What follows belongs to an exercise in optimizing a design on an open flow for small area and a short achievable clock period; a production flow would make more cautious choices.
Function was checked by simulation only, so behaviour that the tests miss may differ from the original.
No activity file was given, so power comes from the tool's default toggle rates.

== the reference run ==
==> flow/design.v (excerpt) <==
module sys_matmul_stream #(
  parameter int N      = 3,
  parameter int DW     = 8,
  parameter int ACC_W  = 2*DW + $clog2(N),
  parameter int SIGNED = 0
) (
  input  logic             CLK,
  input  logic             rst_n,
  input  logic             vld_in,
  output logic             rdy_in,
  input  logic [DW-1:0]    a,
  input  logic [DW-1:0]    b,
  input  logic             keep,
  output logic             vld_out,
  input  logic             rdy_out,
  output logic [ACC_W-1:0] c,
  output logic             last_out,
  output logic             busy,
  output logic [1:0]       dbg_state
);
Size: about 1,600 cells after synthesis, ~350 flip-flops, about 45 I/O pins, ~18,000 um^2 of cells after synthesis.
export LEC_CHECK = 0
export CAP_MARGIN = 5
export CORE_MARGIN = 2
export CORE_UTILIZATION = 40
export CTS_BUF_LIST = sky130_fd_sc_hd__clkbuf_8
export CTS_CLUSTER_SIZE = 30
export SETUP_SLACK_MARGIN = 5
export SLEW_MARGIN = 5
create_clock -name core_clock -period 8.0 [get_ports {CLK}]
run.sh (not shown) runs the stock make flow with config.mk's settings and CLKGATE_MAP_FILE= SYNTH_SCRIPT=/design/flow/synth_recipe.tcl, a recipe that flattens the netlist after the stock synthesis.
### the reference run -> the trial run
Settings: swapping 5 for 20 in CAP_MARGIN; swapping 5 for 20 in SLEW_MARGIN.
### Flow results
- Going from the reference run to the trial run, total of max-cap violations barely changed, fraction of layout cells with a size suffix above 1 ~0 delta, cell count held, total power essentially unchanged, clock group share of total power roughly the same.

========
Starting RTL as in the previous note.
make LEC_CHECK=0 CAP_MARGIN=20 CORE_MARGIN=2 CORE_UTILIZATION=40 CTS_CLUSTER_DIAMETER=250 CTS_CLUSTER_SIZE=22 SETUP_SLACK_MARGIN=5 SLEW_MARGIN=20 finish   # period 8.0 ns
The first run produced a clean layout.
Change:
Settings changed: CORE_UTILIZATION 40 to 55, CTS_BUF_LIST from default to sky130_fd_sc_hd__clkbuf_8, CTS_CLUSTER_DIAMETER 250 to default, CTS_CLUSTER_SIZE 22 to 30, PLACE_DENSITY from default to 0.7.
The new run passed the timing, DRC and antenna checks.
Worst hold slack degrades by 5.3 ps.
Fmax falls by 1.4%.
Via count rises by 2.3%.
Sequential power barely changes.
Total power rises by 8.4%.
Change:
Settings changed: CORE_UTILIZATION 55 to 40, CTS_BUF_LIST sky130_fd_sc_hd__clkbuf_8 to default, CTS_CLUSTER_DIAMETER from default to 250, CTS_CLUSTER_SIZE 30 to 28, PLACE_DENSITY 0.7 to default.
After rerunning:
- critical path depth fell by 1
- global-route usage falls by 6.2 points
- die area is higher by about 37%
- sequential cell count does not change
- design area drops by about 1.7%
- sequential power hardly moves
- routed wire length is higher by about 4%
- synthesized cell count is unchanged

========
run E:
sys_matmul_stream, a different RTL version from the one above (not shown whole).
Size in the first run: roughly 1500 cells after synthesis, about 350 flip-flops, ~45 I/O pins, roughly 18000 sq um of cells after synthesis.
Settings: LEC_CHECK=0, CAP_MARGIN=20, CORE_MARGIN=2, CORE_UTILIZATION=40, CTS_CLUSTER_DIAMETER=250, CTS_CLUSTER_SIZE=28, PLACE_DENSITY=0.7, SETUP_SLACK_MARGIN=5, SLEW_MARGIN=20; clock period 8.0 ns.
The inputs of run G differ from those of run E as listed below.
-- flow/config.mk --
<<< run E, line 10
export CORE_UTILIZATION = 40
export CTS_CLUSTER_DIAMETER = 250
export CTS_CLUSTER_SIZE = 28
export PLACE_DENSITY = 0.7
export SETUP_SLACK_MARGIN = 5
>>> run G, line 10
export CORE_UTILIZATION = 40
export CTS_CLUSTER_DIAMETER = 180
export CTS_CLUSTER_SIZE = 26
export SETUP_SLACK_MARGIN = 5
### Flow results
On initial antenna violation count: between run E and run G, it ends up lower for run E.
As far as power is concerned, run G and run E perform about the same.
Run G -> run E: share of synthesized area spent on multiplexers delta 0, exact match
Run G and run E ended up with roughly the same portion of the clock cycle consumed by the worst path in the final layout.
[compare] base=run E new=run G: post-route standard cell area excluding fillers roughly the same, via density per instance saw a decrease.
Looking at run E and run G, the fraction of met2 tracks used by global routing is a wash.
Relative to run E, clock share of power has increased by 0.4 points in run G.
Minimum clock period (lower): run E

========
the previous run:
Starting RTL as in the previous note.
==> flow/config.mk <==
export PLATFORM = sky130hd
export DESIGN_NAME = sys_matmul_stream
export DESIGN_NICKNAME = sys_matmul_stream
export VERILOG_FILES = /design/flow/design.v
export SDC_FILE = /design/flow/constraint.sdc
export NUM_CORES = 4
export LEC_CHECK = 0
export CAP_MARGIN = 20
export CORE_MARGIN = 2
export CORE_UTILIZATION = 40
export CTS_CLUSTER_DIAMETER = 250
export CTS_CLUSTER_SIZE = 28
export GPL_TIMING_DRIVEN = 0
export SETUP_SLACK_MARGIN = 5
export SLEW_MARGIN = 20
==> flow/constraint.sdc <==
create_clock -name core_clock -period 8.0 [get_ports {CLK}]
set_input_delay 1.6000 -clock core_clock [delete_from_list [all_inputs] [get_ports {CLK}]]
set_output_delay 1.6000 -clock core_clock [all_outputs]
set_load 0.01 [all_outputs]
The inputs of the current run differ from those of the previous run as listed below.
- GPL_TIMING_DRIVEN no longer set, was 0
### Flow results
- Every run in the comparison, the current run and the previous run, completed the flow with a clean layout.
- Re power: the previous run was higher than the current run.
- Buffer depth of the longest clock path: the current run vs the previous run identical
- Core util | the current run vs the previous run | the current run lower
- Run comparison: the current run library cell contributing the largest single delay on the critical path sky130_fd_sc_hd__fa_1; the previous run library cell contributing the largest single delay on the critical path sky130_fd_sc_hd__fa_2

what the ideal ports hide:
The results above use ideal ports. As a check the final layouts listed here were re-extracted and re-timed, cells and wires unchanged. Step 1 assumes that a clkbuf_16 drives the clock port and a buf_2 every other input. Step 2 moves the port delays by t, midway between the first and last clock arrival at a register: inputs arrive t later, outputs are due t later. That takes back most of the time a late clock gives input paths. Three values: ideal, step 1, step 2; two values: the first two.
| run | t, ns | setup WS [ns] | clock arrival spread, ns |
|---|---|---|---|
| the reference run | 0.688 | 5.075 / 5.021 / 4.464 | 0.027 / 0.026 |
| the trial run | 0.688 | 5.075 / 5.021 / 4.464 | 0.027 / 0.026 |
| the first run of note 2 | 0.579 | 5.051 / 5.025 / 4.499 | 0.013 / 0.013 |
| the second run of note 2 | 0.641 | 5.009 / 5.009 / 4.516 | 0.035 / 0.035 |
| the third run of note 2 | 0.569 | 5.047 / 5.021 / 4.526 | 0.028 / 0.028 |
| run E | 0.561 | 5.078 / 5.078 / 4.610 | 0.024 / 0.024 |
| run G | 0.568 | 5.067 / 5.067 / 4.597 | 0.032 / 0.032 |
| the previous run | 0.575 | 4.984 / 4.984 / 4.527 | 0.027 / 0.027 |
| the current run | 0.577 | 5.094 / 5.048 / 4.586 | 0.036 / 0.036 |
After both steps every run listed still meets setup and hold.
